Source: an optimization exercise on an open RTL-to-GDS flow (aim: a short achievable clock period and few clock cycles). Production flows keep margins and buffers that such runs may drop.
No run shown here included a check of the RTL's function; only the layout flow was run.
No activity file was given, so power comes from the tool's default toggle rates.

[design/flow/config.mk]
export PLATFORM = sky130hd
export DESIGN_NAME = bsr_scheduler_top
export DESIGN_NICKNAME = bsr_scheduler_top
export VERILOG_FILES = /design/flow/design.v
export SDC_FILE = /design/flow/constraint.sdc
export NUM_CORES = 4
export LEC_CHECK = 0
export ABC_CLOCK_PERIOD_IN_PS = 1800
export CAP_MARGIN = 20
export CORE_MARGIN = 2
export CORE_UTILIZATION = 40
export SETUP_SLACK_MARGIN = 3.2
export SLEW_MARGIN = 20
[design/flow/constraint.sdc]
create_clock -name core_clock -period 5.0 [get_ports {clk}]
set_input_delay 1.0000 -clock core_clock [delete_from_list [all_inputs] [get_ports {clk}]]
set_output_delay 1.0000 -clock core_clock [all_outputs]
set_load 0.01 [all_outputs]
[design/flow/design.v]
`default_nettype none
package bsr_pkg;
    typedef enum logic [3:0] {
        IDLE,          
        ROW_PTR_LO,    
        ROW_PTR_HI,    
        CHECK_EMPTY,   
        COL_IDX,       
        LOAD_INIT,     
        LOAD,          
        LOAD_DRAIN,    
        SEND,          
        WAIT_DONE,     
        NEXT_BLOCK,    
        NEXT_ROW,      
        FINISH         
    } sched_state_e;
endpackage
`default_nettype wire
`timescale 1ns/100ps
`default_nettype none
module bsr_scheduler_top (
    input  wire logic                       clk,
    input  wire logic                       rst_n,
    input  wire logic                       start,
    input  wire logic [16-1:0]      cfg_num_block_rows,
    output logic                            row_ptr_rd_en,
    output logic [16-1:0]           row_ptr_rd_addr,
    input  wire logic [32-1:0]      row_ptr_rd_data,
    output logic                            col_idx_rd_en,
    output logic [32-1:0]           col_idx_rd_addr,
    input  wire logic [16-1:0]      col_idx_rd_data,
    output logic                            block_rd_en,
    output logic [32-1:0]           block_rd_addr,
    input  wire logic [8-1:0]     block_rd_data,
    output logic                            systolic_valid,
    output logic [64*8-1:0] systolic_block,
    output logic [16-1:0]           systolic_block_row,
    output logic [16-1:0]           systolic_block_col,
    input  wire logic                       systolic_ready,
    input  wire logic                       systolic_done,
    output logic                            done,
    output logic                            busy,
    output logic [32-1:0]           blocks_processed
);
    logic                   rd_on;       
    logic                   run;         
    logic                   done_r;      
    logic                   nidle;       
    logic                   init;        
    logic                   init_ok;     
    logic                   go;          
    logic [16-1:0]  num_rows;
    logic [16-1:0]  w_row;       
    logic [16-1:0]  rp_addr;     
    logic                   rp_good;     
    logic                   w_last;      
    logic [32-1:0]  w_end;       
    logic                   w_end_v;
    logic                   w_eq;        
    logic [32-1:0]  w_blk;       
    logic [32-1:0]  w_blk1;      
    logic [32-1:0]  col_addr;    
    logic                   w_fin;       
    logic [32-1:0]  rd_addr;     
    logic [32-1:0]  nxt_addr;    
    logic [6-1:0] prev_sel;  
    logic                   prev_v;
    logic                   full;        
    logic                   pend;        
    logic                   valid_r;     
    logic                   in_array;
    logic [32-1:0]  count_o;     
    logic [32-1:0]  count1;      
    logic [8-1:0] blk_mem [64];
    wire start_acc = start && !nidle;
    wire valid_i   = full && !pend;
    wire handover  = valid_i && systolic_ready;
    wire rejected  = prev_v && full && !handover;
    wire in_byte   = go && prev_v;
    wire keep0     = in_byte && (!full || handover);
    wire last_byte = in_byte && !full && (prev_sel == 6'(64 - 1));
    wire w_has     = w_end_v && !w_eq;            
    wire w_step    = w_end_v && w_eq && !w_fin;
    wire offer     = w_has && (last_byte || pend);
    wire finish    = w_fin && !valid_i && (!in_array || systolic_done);
    always_ff @(posedge clk or negedge rst_n) begin
        if (!rst_n) begin
            rd_on     <= 1'b0;
            run       <= 1'b0;
            done_r    <= 1'b0;
            nidle     <= 1'b0;
            init      <= 1'b0;
            init_ok   <= 1'b0;
            go        <= 1'b0;
            rp_addr   <= '0;
            rp_good   <= 1'b0;
            w_end_v   <= 1'b0;
            w_fin     <= 1'b0;
            prev_v    <= 1'b0;
            full      <= 1'b0;
            pend      <= 1'b0;
            valid_r   <= 1'b0;
            in_array  <= 1'b0;
            count_o   <= '0;
        end else begin
            rd_on   <= 1'b1;
            rp_good <= 1'b1;
            done_r  <= 1'b0;
            if (start_acc) begin
                nidle    <= 1'b1;
                run      <= 1'b1;
                init     <= 1'b1;
                init_ok  <= rd_on;             
                rp_addr  <= rd_on ? 16'(1) : '0;
                rp_good  <= 1'b0;
                w_end_v  <= 1'b0;
                w_fin    <= 1'b0;
                go       <= 1'b0;
                prev_v   <= 1'b0;
                full     <= 1'b0;
                pend     <= 1'b0;
                valid_r  <= 1'b0;
                in_array <= 1'b0;
                count_o  <= '0;
            end else if (done_r) begin
                nidle <= 1'b0;                 
            end else if (init) begin
                if (init_ok) begin
                    init   <= 1'b0;
                    go     <= 1'b1;
                    prev_v <= 1'b0;
                end else begin
                    init_ok <= 1'b1;
                    rp_addr <= 16'(1);
                    rp_good <= 1'b0;
                end
            end else if (go) begin
                if (!w_end_v) begin
                    if (rp_good) w_end_v <= 1'b1;
                end else if (w_step) begin
                    if (w_last) begin
                        w_fin <= 1'b1;
                    end else begin
                        rp_addr <= w_row + 16'(2);
                        rp_good <= 1'b0;
                        w_end_v <= 1'b0;
                    end
                end
                prev_v <= !rejected;
                if (last_byte) begin
                    full <= 1'b1;
                    if (!offer) pend <= 1'b1;
                end
                if (offer) begin
                    valid_r <= 1'b1;
                    pend    <= 1'b0;
                end
                if (handover) begin
                    valid_r  <= 1'b0;
                    full     <= 1'b0;
                    in_array <= 1'b1;
                    count_o  <= count1;
                end else if (systolic_done) begin
                    in_array <= 1'b0;
                end
                if (finish) begin
                    run     <= 1'b0;
                    done_r  <= 1'b1;
                    go      <= 1'b0;
                    rp_addr <= '0;             
                end
            end
        end
    end
    always_ff @(posedge clk) begin
        if (start_acc) begin
            num_rows <= cfg_num_block_rows;
            w_row    <= '0;
            w_last   <= (cfg_num_block_rows == 16'(1));
            count1   <= 32'(1);
        end else if (go) begin
            if (!w_end_v) begin
                if (rp_good) begin
                    w_end <= row_ptr_rd_data;
                    w_eq  <= (row_ptr_rd_data == w_blk);
                end
            end else if (w_step) begin
                if (!w_last) begin
                    w_row  <= w_row + 1'b1;
                    w_last <= (w_row + 16'(2) == num_rows);
                end
            end else if (offer) begin
                w_blk <= w_blk1;
                w_eq  <= (w_end == w_blk1);
            end
            if (handover) count1 <= count1 + 1'b1;
        end
        if (init) w_blk <= row_ptr_rd_data;
        w_blk1   <= w_blk + 1'b1;
        col_addr <= w_blk;
        prev_sel <= nxt_addr[6-1:0] - 1'b1;    
        if (init) begin
            rd_addr  <= {row_ptr_rd_data[32-6-1:0], 6'(0)};
            nxt_addr <= {row_ptr_rd_data[32-6-1:0], 6'(1)};
        end else if (rejected) begin
            rd_addr  <= {nxt_addr[32-1:6], 6'(0)};
            nxt_addr <= {nxt_addr[32-1:6], 6'(1)};
        end else begin
            rd_addr  <= nxt_addr;
            nxt_addr <= nxt_addr + 1'b1;
        end
        if (keep0 && prev_sel == '0) blk_mem[0] <= block_rd_data;
        for (int k = 1; k < 64; k++) begin
            if (in_byte && prev_sel == 6'(k)) blk_mem[k] <= block_rd_data;
        end
        if (last_byte) systolic_block_col <= col_idx_rd_data;   
        if (offer) systolic_block_row <= w_row;
    end
    always_comb begin
        for (int k = 0; k < 64; k++) begin
            systolic_block[k*8 +: 8] = blk_mem[k];
        end
    end
    assign row_ptr_rd_en    = rd_on;
    assign row_ptr_rd_addr  = rp_addr;
    assign col_idx_rd_en    = rd_on;
    assign col_idx_rd_addr  = col_addr;
    assign block_rd_en      = rd_on;
    assign block_rd_addr    = rd_addr;
    assign systolic_valid   = valid_r;
    assign done             = done_r;
    assign busy             = run;
    assign blocks_processed = count_o;
endmodule
`default_nettype wire
[design/flow/run.sh]
#!/bin/bash
# synth_recipe.tcl (not shown) runs the flow's synth.tcl, then flattens the netlist and writes it again
# the make line also repeats each setting of config.mk as NAME=value (left out here)
make -C /OpenROAD-flow-scripts/flow DESIGN_CONFIG=/design/flow/config.mk WORK_HOME=/design/flow/orfs CLKGATE_MAP_FILE= SYNTH_SCRIPT=/design/flow/synth_recipe.tcl finish
==> results of run 1 <==
[power by group]
group | switching (uW) | internal [uW]
clock | 2840 | 3590
sequential | 559 | 8660
combinational | 2220 | 1700
total | 5620 | 13900
[through the flow]
stage                     setup slack (ns)  area [um2]  utilization [%]  hold slack [ns]  power (uW)
final                                 2.64       43900             58.1            0.485       19600
after global placement                1.31       39000             51.6            0.438       11900
after detailed placement              1.24       39000             51.6            0.443       11900
after global routing                  2.63       43900             58.1            0.496       20300
after CTS                             2.64       41700             55.2            0.457       19000
after floorplan                       1.98       30700                -            0.406       10600
[cells in the final DEF (no fill, tap or decap), drive strengths merged, types with 18 or more instances in the layout]
| cell type | n |
|---|---|
| and3 | 18 |
| nand3 | 46 |
| nor3 | 24 |
| nand4 | 32 |
| a22o | 32 |
| edfxtp | 652 |
| nor2 | 159 |
| clkinv | 40 |
| or3 | 20 |
| dfrtp | 63 |
| xor2 | 103 |
| clkbuf | 124 |
| nor4 | 31 |
| buf | 929 |
| dfxtp | 156 |
| xnor2 | 83 |
| mux2 | 22 |
| a21oi | 28 |
| inv | 78 |
| clkdlybuf4s50 | 44 |
| nand2 | 104 |
| o21ai | 99 |
[sequential cells by signal (all words and copies together), names as in the netlist, 6 cells and up]
register            count
blk_mem               512
rd_addr                32
w_blk1                 32
num_rows               16
nxt_addr               32
w_row                  16
count_o                32
rp_addr                16
col_addr               32
w_end                  32
prev_sel                6
systolic_block_row     16
count1                 32
w_blk                  32
systolic_block_col     16
[synthesized netlist by cell type (4+ instances only)]
cell type,instances
edfxtp_1,652
nor2_1,157
dfxtp_1,156
xor2_1,103
nand2_1,101
o21ai_0,96
xnor2_1,83
inv_1,71
dfrtp_1,63
nand3_1,44
a22o_1,32
nand4_1,29
a21oi_1,27
clkbuf_1,27
nor4_1,27
nor3_1,20
or3_1,20
and3_1,16
mux2_2,12
nor2b_1,12
mux2_1,10
buf_2,9
buf_6,9
and2_1,6
and4_1,6
ha_1,6
nand2b_1,5
nor3_2,4
[routing by layer]
metal | track usage [%] | wire length [um] | vias to the layer above
li1 | - | - | 8968
met1 | 30.0 | 38500 | 10418
met2 | 44.8 | 54200 | 827
met3 | 5.57 | 7570 | 144
met4 | 7.03 | 2530 | 4
met5 | 0 | 26 | -
[cell families after synthesis]
logic type                 after synthesis  synth area share, %
AOI/OAI and AO/OA                      181                 3.65
adders and majority gates                6                0.247
DFF                                    871                 79.9
other                                    1               0.0123
and+or+nand+nor                        479                 7.99
xor gates and xnor gates               186                 5.36
buffers and inverters                  125                 1.91
muxes                                   24                0.882
[cell type report]
| type | count | share of cell area [%] |
|---|---|---|
| timing repair inverter | 3 | 0.0599 |
| timing repair buffer | 998 | 17.8 |
| inverter | 72 | 0.684 |
| antenna | 1 | 0.00570 |
| clock buffer | 113 | 5.45 |
| clock inverter | 49 | 1.01 |
| tap | 978 | 2.79 |
| multi-input combinational | 884 | 16.6 |
| sequential | 871 | 55.7 |
[repair_timing]
item | CTS | global route
setup buffers | 125 | 110
gates cloned | 13 | 4
resized for setup | 3250 | 287
pin swaps | 72 | 97
hold endpoints to repair | 0 | 0
endpoints found under the setup margin | 1693 | 1182
[worst min-delay path by stage]
stage	endpoint	slack, ns	depth (start not counted)
floorplan	systolic_block_row[13]	0.41	0
global placement	col_addr[31]	0.44	0
detailed placement	col_addr[31]	0.44	0
CTS	col_addr[31]	0.46	0
global route	col_addr[30]	0.50	0
finish	col_addr[30]	0.49	0
==> qor.csv, run 1 <==
stage,metric,value,unit
outcome,status,no timing/DRC/antenna violations,
worst_setup_path,Worst Setup EP,systolic_block[476],
sta,Setup TNS,0,ns
worst_setup_path,arrival time of the worst setup path,1.36,ns
layout,area of the multi-input gates,0.00727,mm2
logic_synthesis,Synth top area share,64.5,%
clock_network,CTS tree,yes,
logic_synthesis,Yosys cell types,74,
worst_setup_path,CP max FO,1,
place,Inst Count DP,3554,
layout,register area,0.0244,mm2
logic_synthesis,Synth Flop Type,edfxtp_1,
sta,Final Hold Violating Endpoints,0,
drt,Total Wirelength,103,mm
sta,final worst path period need,2.36,ns
clock_network,# hold bufs at CTS,0,
drt,DR vias/cell,5.13,
pwr,P_leak,0.0170,uW
worst_hold_path,Hold Crit Start,w_blk[30],
worst_setup_path,slowest CP cell,edfxtp_1,
worst_setup_path,CP max stage delay,0.51,ns
global_route,GRT overflow,0,
sta,Clock Skews,0.0291,ns
drt,DR WL/cell,25.9,um
worst_setup_path,reg-to-reg endpoint,w_blk[27],
logic_synthesis,synthesized area per cell,16.2,um2
drt,DRC,0,
floorplanning,DIE HEIGHT,280,um
layout,"non-filler cells, final",3969,
worst_setup_path,CP startpoint,blk_mem[59][4],
layout,Fillers,5996,
clock_network,Worst-Skew Late Latency,0.65,ns
logic_synthesis,synthesized flop and latch total,871,
worst_setup_path,worst r2r src,prev_sel[4],
sta,period utilization,47.1,%
clock_network,clk buf depth,3,
floorplanning,Die ar.,0.0781,mm2
sta,worst slew pin tran,0.990,ns
worst_setup_path,CP required,4.00,ns
worst_hold_path,Tightest Hold Check Type,reg2reg,
worst_setup_path,CP Capture Type,output pin,
worst_setup_path,"setup slack, reg-to-reg",2.73,ns
worst_setup_path,Crit path depth,1,
sta,RSZ-0062 raised after global routing,true,
place,IO buf count,738,
worst_setup_path,r2r worst-path depth,10,
global_route,pin count of the biggest net entering global routing,65,
clock_network,clk sinks,871,
logic_synthesis,Post-synth ARST share,7.23,%
layout,Area Growth Syn to Fin,44.6,%
pwr,pwr/cell area,446,mW/mm2
drt,Antenna Nets Post-Route,0,
floorplanning,IO Pins,739,
layout,layout cell share with drive strength beyond 1,47.7,%
logic_synthesis,number of flops mapped to enable cells by yosys,652,
logic_synthesis,post-synthesis sequential area ratio,79.9,%
logic_synthesis,synth top area cells,"edfxtp_1 64%, dfxtp_1 10%, dfrtp_1 5.2%",
drt,First-pass DRT Iterations,5,
worst_setup_path,"delay-heaviest family, CP",flip-flops,
sta,final setup violating endpoints,0,
clock_network,H-Tree Depth,3,
floorplanning,row cnt,101,
sta,Max Slew Vio Count,0,
worst_setup_path,critical-path cell list,buf_2,
global_route,GRT Overall Usage,24.9,%
worst_setup_path,Crit Path Category,reg2out,
pwr,peak supply drop,0.425,mV
run,Max Cap Viol,0,
worst_setup_path,crit start category,flop,
global_route,first-pass GRT wire length,141,mm
worst_setup_path,Worst Path Buf+Inv,1,
logic_synthesis,Gate Count Post-Synth,1873,
layout,Final #Nets,3002,
logic_synthesis,Post-Synthesis Cell Area,0.0304,mm2
global_route,vias in the first global route,19626,
logic_synthesis,Syn Nets,1956,
drt,vias post-DR,20361,
clock_network,TritonCTS Buffers,89,
place,Post-DP HPWL,66.2,mm
drt,initial DRC count,1454,
global_route,antenna violations before repair,3,
floorplanning,DIE WIDTH,280,um
clock_network,CTS clock-pin slew for the worst setup and hold paths,0.06,ns
sta,FMAX,0.425,GHz
place,global placement routability congestion,0.836,
floorplanning,Starting Density,40.2,%
sta,worst rel slew slack,34.0,%
logic_synthesis,Syn. warnings,2,
floorplanning,core area,0.0756,mm2
clock_network,CTS Root Cell,clkbuf_16,
logic_synthesis,largest area contributor in the netlist,edfxtp_1,
==> run 2, diff against run 1 <==
--- a/design/flow/config.mk
+++ b/design/flow/config.mk
@@ -9,5 +9,5 @@
 export CAP_MARGIN = 20
 export CORE_MARGIN = 2
-export CORE_UTILIZATION = 40
+export CORE_UTILIZATION = 60
 export SETUP_SLACK_MARGIN = 3.2
 export SLEW_MARGIN = 20
==> qor.csv, run 2 <==
stage,metric,value,unit,change
outcome,status,no timing/DRC/antenna violations,,unchanged
layout,Layout Utilization,86.1,%,was 58.1%
drt,initial DRC count,2895,,was 1454
logic_synthesis,top-count cell post-synth,edfxtp_1,,unchanged
sta,Final Hold Violating Endpoints,0,,unchanged
drt,Antenna Nets Post-Route,0,,unchanged
clock_network,TritonCTS Buffers,83,,was 89
sta,Clock Skews,0.0137,ns,was 0.0291 ns
pwr,peak supply drop,0.531,mV,was 0.425 mV
logic_synthesis,Gate Count Post-Synth,1873,,unchanged
sta,worst rel slew slack,37.1,%,was 34.0%
sta,period utilization,47.1,%,about the same
sta,worst slew pin tran,0.944,ns,was 0.990 ns
worst_setup_path,CP Capture Type,flop,,was output pin
place,pre-CTS WS,1.34,ns,was 1.24 ns
sta,final worst slack,2.65,ns,was 2.64 ns
place,global placement routability congestion,0.905,,was 0.836
drt,DR vias/cell,6.15,,was 5.13
drt,First-pass DRT Iterations,6,,was 5
worst_hold_path,Tightest Hold Check Type,in2async,,was reg2reg
global_route,vias in the first global route,20833,,was 19626
pwr,pwr/cell area,456,mW/mm2,was 446 mW/mm2
layout,"non-filler cells, final",3620,,was 3969
global_route,first-pass GRT wire length,151,mm,was 141 mm
layout,final instance area,0.0431,mm2,was 0.0439 mm2
floorplanning,IO Pins,739,,unchanged
layout,Final #Nets,2957,,was 3002
floorplanning,DIE WIDTH,229,um,was 280 um
clock_network,clk buf depth,3,,unchanged
clock_network,CTS clock-pin slew for the worst setup and hold paths,0.06,ns,about the same
logic_synthesis,post-synthesis sequential area ratio,79.9,%,unchanged
sta,Max Slew Vio Count,0,,unchanged
worst_setup_path,arrival time of the worst setup path,2.68,ns,was 1.36 ns
sta,RSZ-0062 raised after global routing,true,,unchanged
floorplanning,Die ar.,0.0524,mm2,was 0.0781 mm2
layout,most frequent cells in the layout,"652 x edfxtp_1, 492 x buf_2, 208 x buf_6, 139 x buf_4, 100 x xor2_1",,"was 652 x edfxtp_1, 498 x buf_2, 226 x buf_6, 168 x buf_4, 97 x xor2_1"
logic_synthesis,Post-Synthesis Cell Area,0.0304,mm2,unchanged
floorplanning,row cnt,82,,was 101
worst_setup_path,CP required,5.33,ns,was 4.00 ns
drt,DR WL/cell,31.0,um,was 25.9 um
floorplanning,DIE HEIGHT,229,um,was 280 um
clock_network,clk sinks,871,,unchanged
drt,DRC,0,,unchanged
place,IO buf count,738,,unchanged
layout,Largest Register,blk_mem,,unchanged
logic_synthesis,Syn Nets,1956,,unchanged
logic_synthesis,synth top area cells,"edfxtp_1 64%, dfxtp_1 10%, dfrtp_1 5.2%",,unchanged
clock_network,H-Tree Depth,3,,unchanged
logic_synthesis,most instantiated cells after synthesis,"652 x edfxtp_1, 157 x nor2_1, 156 x dfxtp_1, 103 x xor2_1, 101 x nand2_1",,unchanged
clock_network,# hold bufs at CTS,0,,unchanged
logic_synthesis,largest area contributor in the netlist,edfxtp_1,,unchanged
place,Inst Count DP,3240,,was 3554
layout,number of flip-flops in the largest register,512,,unchanged
drt,Total Wirelength,112,mm,was 103 mm
global_route,GRT overflow,0,,unchanged
clock_network,CTS tree,yes,,unchanged
sta,final worst path period need,2.35,ns,was 2.36 ns
logic_synthesis,Yosys cell types,74,,unchanged
global_route,GRT Overall Usage,39.9,%,was 24.9%
logic_synthesis,Syn. warnings,2,,unchanged
layout,layout cell share with drive strength beyond 1,46.2,%,was 47.7%
sta,final setup violating endpoints,0,,unchanged
global_route,pin count of the biggest net entering global routing,65,,unchanged
logic_synthesis,synthesized area per cell,16.2,um2,unchanged
layout,"most common cell after layout, fill and taps aside",edfxtp_1,,unchanged
floorplanning,core area,0.0501,mm2,was 0.0756 mm2
logic_synthesis,synthesized flop and latch total,871,,unchanged
clock_network,CTS Root Cell,clkbuf_16,,unchanged
drt,vias post-DR,22254,,was 20361
global_route,antenna violations before repair,12,,was 3
sta,FMAX,0.425,GHz,about the same
layout,area of the multi-input gates,0.00716,mm2,was 0.00727 mm2
logic_synthesis,Synth top area share,64.5,%,unchanged
layout,Fillers,2236,,was 5996
layout,Area Growth Syn to Fin,42.0,%,was 44.6%
logic_synthesis,Synth Flop Type,edfxtp_1,,unchanged
logic_synthesis,Post-synth ARST share,7.23,%,unchanged
place,placed standard-cell area,0.0386,mm2,was 0.0390 mm2
worst_setup_path,crit start category,flop,,unchanged
sta,Setup TNS,0,ns,unchanged
logic_synthesis,number of flops mapped to enable cells by yosys,652,,unchanged
pwr,P_leak,0.0167,uW,was 0.0170 uW
worst_setup_path,Crit Path Category,reg2reg,,was reg2out
place,Post-DP HPWL,66.5,mm,was 66.2 mm
floorplanning,Starting Density,60.7,%,was 40.2%
run,Max Cap Viol,0,,unchanged
clock_network,Worst-Skew Late Latency,0.63,ns,was 0.65 ns
worst_setup_path,CP max FO,8,,was 1
layout,register area,0.0244,mm2,unchanged
## run 2: cells by family (layout without fill, tap and decap cells)
| group | count (synthesis) | in the layout | share of synthesized area (%) |
|---|---|---|---|
| flip-flops | 871 | 871 | 79.9 |
| AND/OR/NAND/NOR | 479 | 483 | 7.99 |
| XOR/XNOR | 186 | 186 | 5.36 |
| AO/OA/AOI/OAI | 181 | 183 | 3.65 |
| buffers and inverters | 125 | 1185 | 1.91 |
| multiplexers | 24 | 24 | 0.882 |
| adder cells (fa/ha/maj) | 6 | 6 | 0.247 |
| other | 1 | 10 | 0.0123 |
## run 2: stage by stage
stage / hold slack [ns] / total power [uW]
6_report: 0.217 / 19700
5_1_grt: 0.224 / 20100
4_1_cts: 0.204 / 18800
3_5_place_dp: 0.440 / 11900
3_3_place_gp: 0.431 / 11800
2_1_floorplan: 0.406 / 10600
## run 2: what timing repair did
item                       4_1_cts  5_1_grt
cloned                          12        5
pin swaps                       74      105
setup endpoints to repair     1474     1414
resized for setup             3290      202
setup buffers                  120       84
## run 2: cell type report
type | instances | share of cell area, %
Antenna cell | 9 | 0.0522
Multi-Input combinational cell | 883 | 16.6
Clock inverter | 42 | 0.963
Timing Repair Buffer | 960 | 17.8
Clock buffer | 108 | 5.25
Timing Repair inverter | 3 | 0.0609
Inverter | 72 | 0.699
Tap cell | 672 | 1.95
Sequential cell | 871 | 56.7
## run 2: layer usage
metal	vias up	share of wire, %	global-route usage [%]
met5	-	0.0098	0
met4	2	6.1	17.1
met3	387	11	10.0
li1	8863	-	-
met1	11205	33	50.4
met2	1797	49	66.2
## run 2: final timing paths
kind	from	to	slack (ns)	cells past startpoint
setup / recovery	prev_sel[1]	w_blk[9]	2.65	10
hold / removal	rst_n	rp_addr[9]	0.22	1
setup reg to reg	prev_sel[1]	w_blk[9]	2.65	10
hold reg to reg	w_blk[31]	col_addr[31]	0.46	0
max in group asynchronous	rst_n	pend	3.71	2
min in group core_clock	w_blk[31]	col_addr[31]	0.46	0
## run 2: critical path, stage by stage (launching register included)
cell and delay [ns]:
dfxtp_2 0.43, nand4_1 0.24, nor3_4 0.28, buf_12 0.14
nor2_4 0.04, nor3b_4 0.23, buf_12 0.13, nand4_1 0.11
buf_6 0.17, buf_8 0.15, nand2_8 0.12
## run 2: power by group
part	switching [uW]	internal [uW]	leakage, uW
registers	643	8650	0.00810
clock network	2730	3610	0.00131
logic	2390	1640	0.00725

static timing again, ports no longer ideal:
Ports are ideal in the flow. The routed layouts listed here were re-timed in OpenROAD.
Step 1 sets driving cells, clkbuf_16 on the clock port and buf_2 on the other inputs (assumed; they add their load-dependent delay and slew).
Step 2, shift: input delay + t, output delay - t, t = (earliest + latest rising clock arrival at the registers) / 2. This alone moves slack from input paths to output paths.
Three values: ideal ports, drivers, drivers and shift; two values: the first two.
run	shift t [ns]	slack for setup (ns)	worst setup path at the end
run 1	0.701	2.644 / 2.581 / 2.360	input to register
run 2	0.677	2.646 / 2.631 / 2.189	input to register
After both steps every run listed still meets setup and hold. For run 2, which loses most, drivers alone change the setup slack by -0.015 ns; drivers and shift together by -0.457 ns.
